This is an optimization exercise on Yosys and OpenROAD, whose aim is small area, a short achievable clock period and few clock cycles, not a production implementation. Only simulation tests tie the RTL to the original design; equivalence was not proved. No activity file was given, so power comes from the tool's default toggle rates.

// cd_stat_accum
module cd_stat_accum
#(
   parameter int I_TILE = 64,
   parameter int H_TILE = 64,
   parameter int AW     = $clog2(I_TILE * H_TILE)
) (
   input  logic          clk,
   input  logic          rst,
   input  logic          clear,
   input  logic          v_valid,
   output logic          v_ready,
   input  logic [15:0]   v_data,
   input  logic          v_phase,
   input  logic          h_valid,
   output logic          h_ready,
   input  logic [15:0]   h_data,
   input  logic          h_last,
   output logic [AW-1:0] acc_rd_addr,
   output logic          acc_rd_bank,
   input  logic [31:0]   acc_rd_data,
   output logic [AW-1:0] acc_wr_addr,
   output logic [31:0]   acc_wr_data,
   output logic [1:0]    acc_wr_we,
   output logic          busy,
   output logic          done,
   output logic          sat_flag
);
   localparam logic [1:0] C_IDLE  = 2'd0;
   localparam logic [1:0] C_BATCH = 2'd1;
   localparam logic [1:0] C_CLEAR = 2'd2;
   logic [1:0]    cmd_q;
   logic [5:0]    c_q;         
   logic [5:0]    j_q;         
   logic [5:0]    vi_q;        
   logic          load_q;      
   logic          fused_q;     
   logic          row_q;       
   logic          ld_q;        
   logic          drain_q;     
   logic [7:0]    one_q, two_q, neg_q;    
   logic          hq_v, hq_last;
   logic          phase_q;
   logic [1023:0] ring;
   logic          vrdy_q, hrdy_q, busy_q, done_q, sat_q;
   logic          v1, v2, ph1, ph2, l1, l2, l3;
   logic [24:0]   s1, c1;
   logic          cin1;
   logic [24:0]   inc_q;
   logic [31:0]   rd_q;
   logic [31:0]   wd_q;
   logic [1:0]    we_q;
   logic [AW-1:0] wa_q;
   assign v_ready     = vrdy_q;
   assign h_ready     = hrdy_q;
   assign busy        = busy_q;
   assign done        = done_q;
   assign sat_flag    = sat_q;
   assign acc_rd_addr = {j_q, c_q};
   assign acc_rd_bank = phase_q;
  ...
Size: ~2500 cells after synthesis, roughly 1200 flip-flops, ~140 I/O pins, about 35000 um^2 of cells after synthesis.
==> flow/config.mk <==
export PLATFORM = sky130hd
export DESIGN_NAME = cd_stat_accum
export DESIGN_NICKNAME = cd_stat_accum
export VERILOG_FILES = /design/flow/design.v
export SDC_FILE = /design/flow/constraint.sdc
export NUM_CORES = 4
export LEC_CHECK = 0
export CAP_MARGIN = 20
export CORE_MARGIN = 2
export CORE_UTILIZATION = 40
export SLEW_MARGIN = 20
export SETUP_SLACK_MARGIN = 7
==> flow/constraint.sdc <==
create_clock -name core_clock -period 10.0 [get_ports {clk}]
set_input_delay 2.0000 -clock core_clock [delete_from_list [all_inputs] [get_ports {clk}]]
set_output_delay 2.0000 -clock core_clock [all_outputs]
set_load 0.01 [all_outputs]
standard.sh (not shown) runs the stock make flow with config.mk's settings and CLKGATE_MAP_FILE= SYNTH_SCRIPT=/design/flow/synth_recipe.tcl, a recipe that flattens the netlist after the stock synthesis.
==> flow/flow/run.sh <==
#!/bin/bash
# Standard layout, with the timing repair steps asked for extra setup slack.
set -e
cp standard.sh standard_sh.txt
cp config.mk config_orig.mk
echo "export SETUP_SLACK_MARGIN = 7" >> config.mk
bash standard.sh > standard.log 2>&1
Testbench counts at the start, summed over its fixed seeds: cycles 294,972.
==> next run, changes <==
Settings changed: CTS_BUF_LIST set to sky130_fd_sc_hd__clkbuf_8 sky130_fd_sc_hd__clkbuf_16, CTS_CLUSTER_DIAMETER set to 100, CTS_CLUSTER_SIZE set to 30.
After rerunning: The changed run went through all stages and came out clean. First-iteration DRC count is lower by 1.2%. Routed wire length is lower by 4.9%. Fmax is lower by 1.6%. Design area is lower by 5.8%.

---

Setup of job 1068:
cd_stat_accum, a different RTL version from the one above (not shown whole).
Size: about 2,500 cells after synthesis, ~140 I/O pins, about 34,000 um^2 of cells after synthesis.
==> flow/config.mk <==
export PLATFORM = sky130hd
export DESIGN_NAME = cd_stat_accum
export DESIGN_NICKNAME = cd_stat_accum
export VERILOG_FILES = /design/flow/design.v
export SDC_FILE = /design/flow/constraint.sdc
export NUM_CORES = 4
export LEC_CHECK = 0
export CAP_MARGIN = 5
export CORE_MARGIN = 2
export CORE_UTILIZATION = 40
export CTS_BUF_LIST = sky130_fd_sc_hd__clkbuf_8 sky130_fd_sc_hd__clkbuf_16
export CTS_CLUSTER_DIAMETER = 100
export CTS_CLUSTER_SIZE = 30
export SLEW_MARGIN = 5
export SETUP_SLACK_MARGIN = 6.92
==> flow/constraint.sdc <==
create_clock -name core_clock -period 10.0 [get_ports {clk}]
set_input_delay 2.0000 -clock core_clock [delete_from_list [all_inputs] [get_ports {clk}]]
set_output_delay 2.0000 -clock core_clock [all_outputs]
set_load 0.01 [all_outputs]
==> flow/flow/run.sh <==
#!/bin/bash
# Standard layout, with the timing repair steps asked for extra setup slack.
set -e
cp standard.sh standard_sh.txt
cp config.mk config_orig.mk
echo "export SETUP_SLACK_MARGIN = 6.92" >> config.mk
bash standard.sh > standard.log 2>&1
Job 1068: done, clean on timing, DRC and antenna
Testbench counts of job 1068, summed over its fixed seeds: cycles 294,972.
Relative to job 1068, the following input files were edited for job 5475:
- changing SLEW_MARGIN from 5 to 20
- changing CAP_MARGIN from 5 to 20
[summary]
Reported for job 1068 and job 5475, adder-cell area share of the yosys netlist turned out identical to the last digit.
Between job 5475 and job 1068, the share of synthesized area spent on multiplexers does not differ in any meaningful way.
From job 5475 to job 1068, average vias per placed instance did not move at all.
On layout buffering overhead excluding clock cells, job 1068 and job 5475 are basically level.
Job 5475 -> job 1068: worst hold margin delta 0, exact match
### job 5475 -> job 7161
- changing SETUP_SLACK_MARGIN from 6.92 to 6.85
==> flow/flow/run.sh <==
#!/bin/bash
# Standard layout, with the timing repair steps asked for extra setup slack.
set -e
cp standard.sh standard_sh.txt
cp config.mk config_orig.mk
echo "export SETUP_SLACK_MARGIN = 6.85" >> config.mk
bash standard.sh > standard.log 2>&1
Notes after the runs:
As far as area share of fa/ha/maj cells after synthesis is concerned, job 5475 and job 7161 perform about the same.
Data arrival time of the critical path, job 5475 and job 7161: higher on job 7161
Cell area, job 5475 and job 7161: higher on job 5475
Power in combinational cells: job 5475 and job 7161 compared, lower one is job 7161

[afterwards: timing with drivers on the ports]
Ports are ideal in the flow. The routed layouts listed here were re-timed in OpenROAD. Step 1 sets driving cells, clkbuf_16 on the clock port and buf_2 on the other inputs (assumed; they add their load-dependent delay and slew). Step 2 also shifts input and output timing later by t, the mid clock arrival at the registers, as if the neighbouring blocks saw the same clock. Three values: ideal ports, drivers, drivers and shift; two values: the first two.
run | t, ns | setup slack, ns | worst hold slack (ns) | worst setup path at the end | worst slew at a driven data input, ns
the first run of note 1 | 0.740 | 6.854 / 6.790 / 6.309 | 0.296 / 0.296 / 0.296 | input to register | 0.13
the second run of note 1 | 0.680 | 6.803 / 6.803 / 6.452 | 0.324 / 0.324 / 0.324 | input to register | 0.13
job 1068 | 0.680 | 6.889 / 6.827 / 6.294 | 0.318 / 0.318 / 0.318 | input to register | 0.10
job 5475 | 0.680 | 6.889 / 6.827 / 6.294 | 0.318 / 0.318 / 0.318 | input to register | 0.10
job 7161 | 0.679 | 6.835 / 6.796 / 6.366 | 0.321 / 0.321 / 0.321 | input to register | 0.11
After both steps every run listed still meets setup and hold.
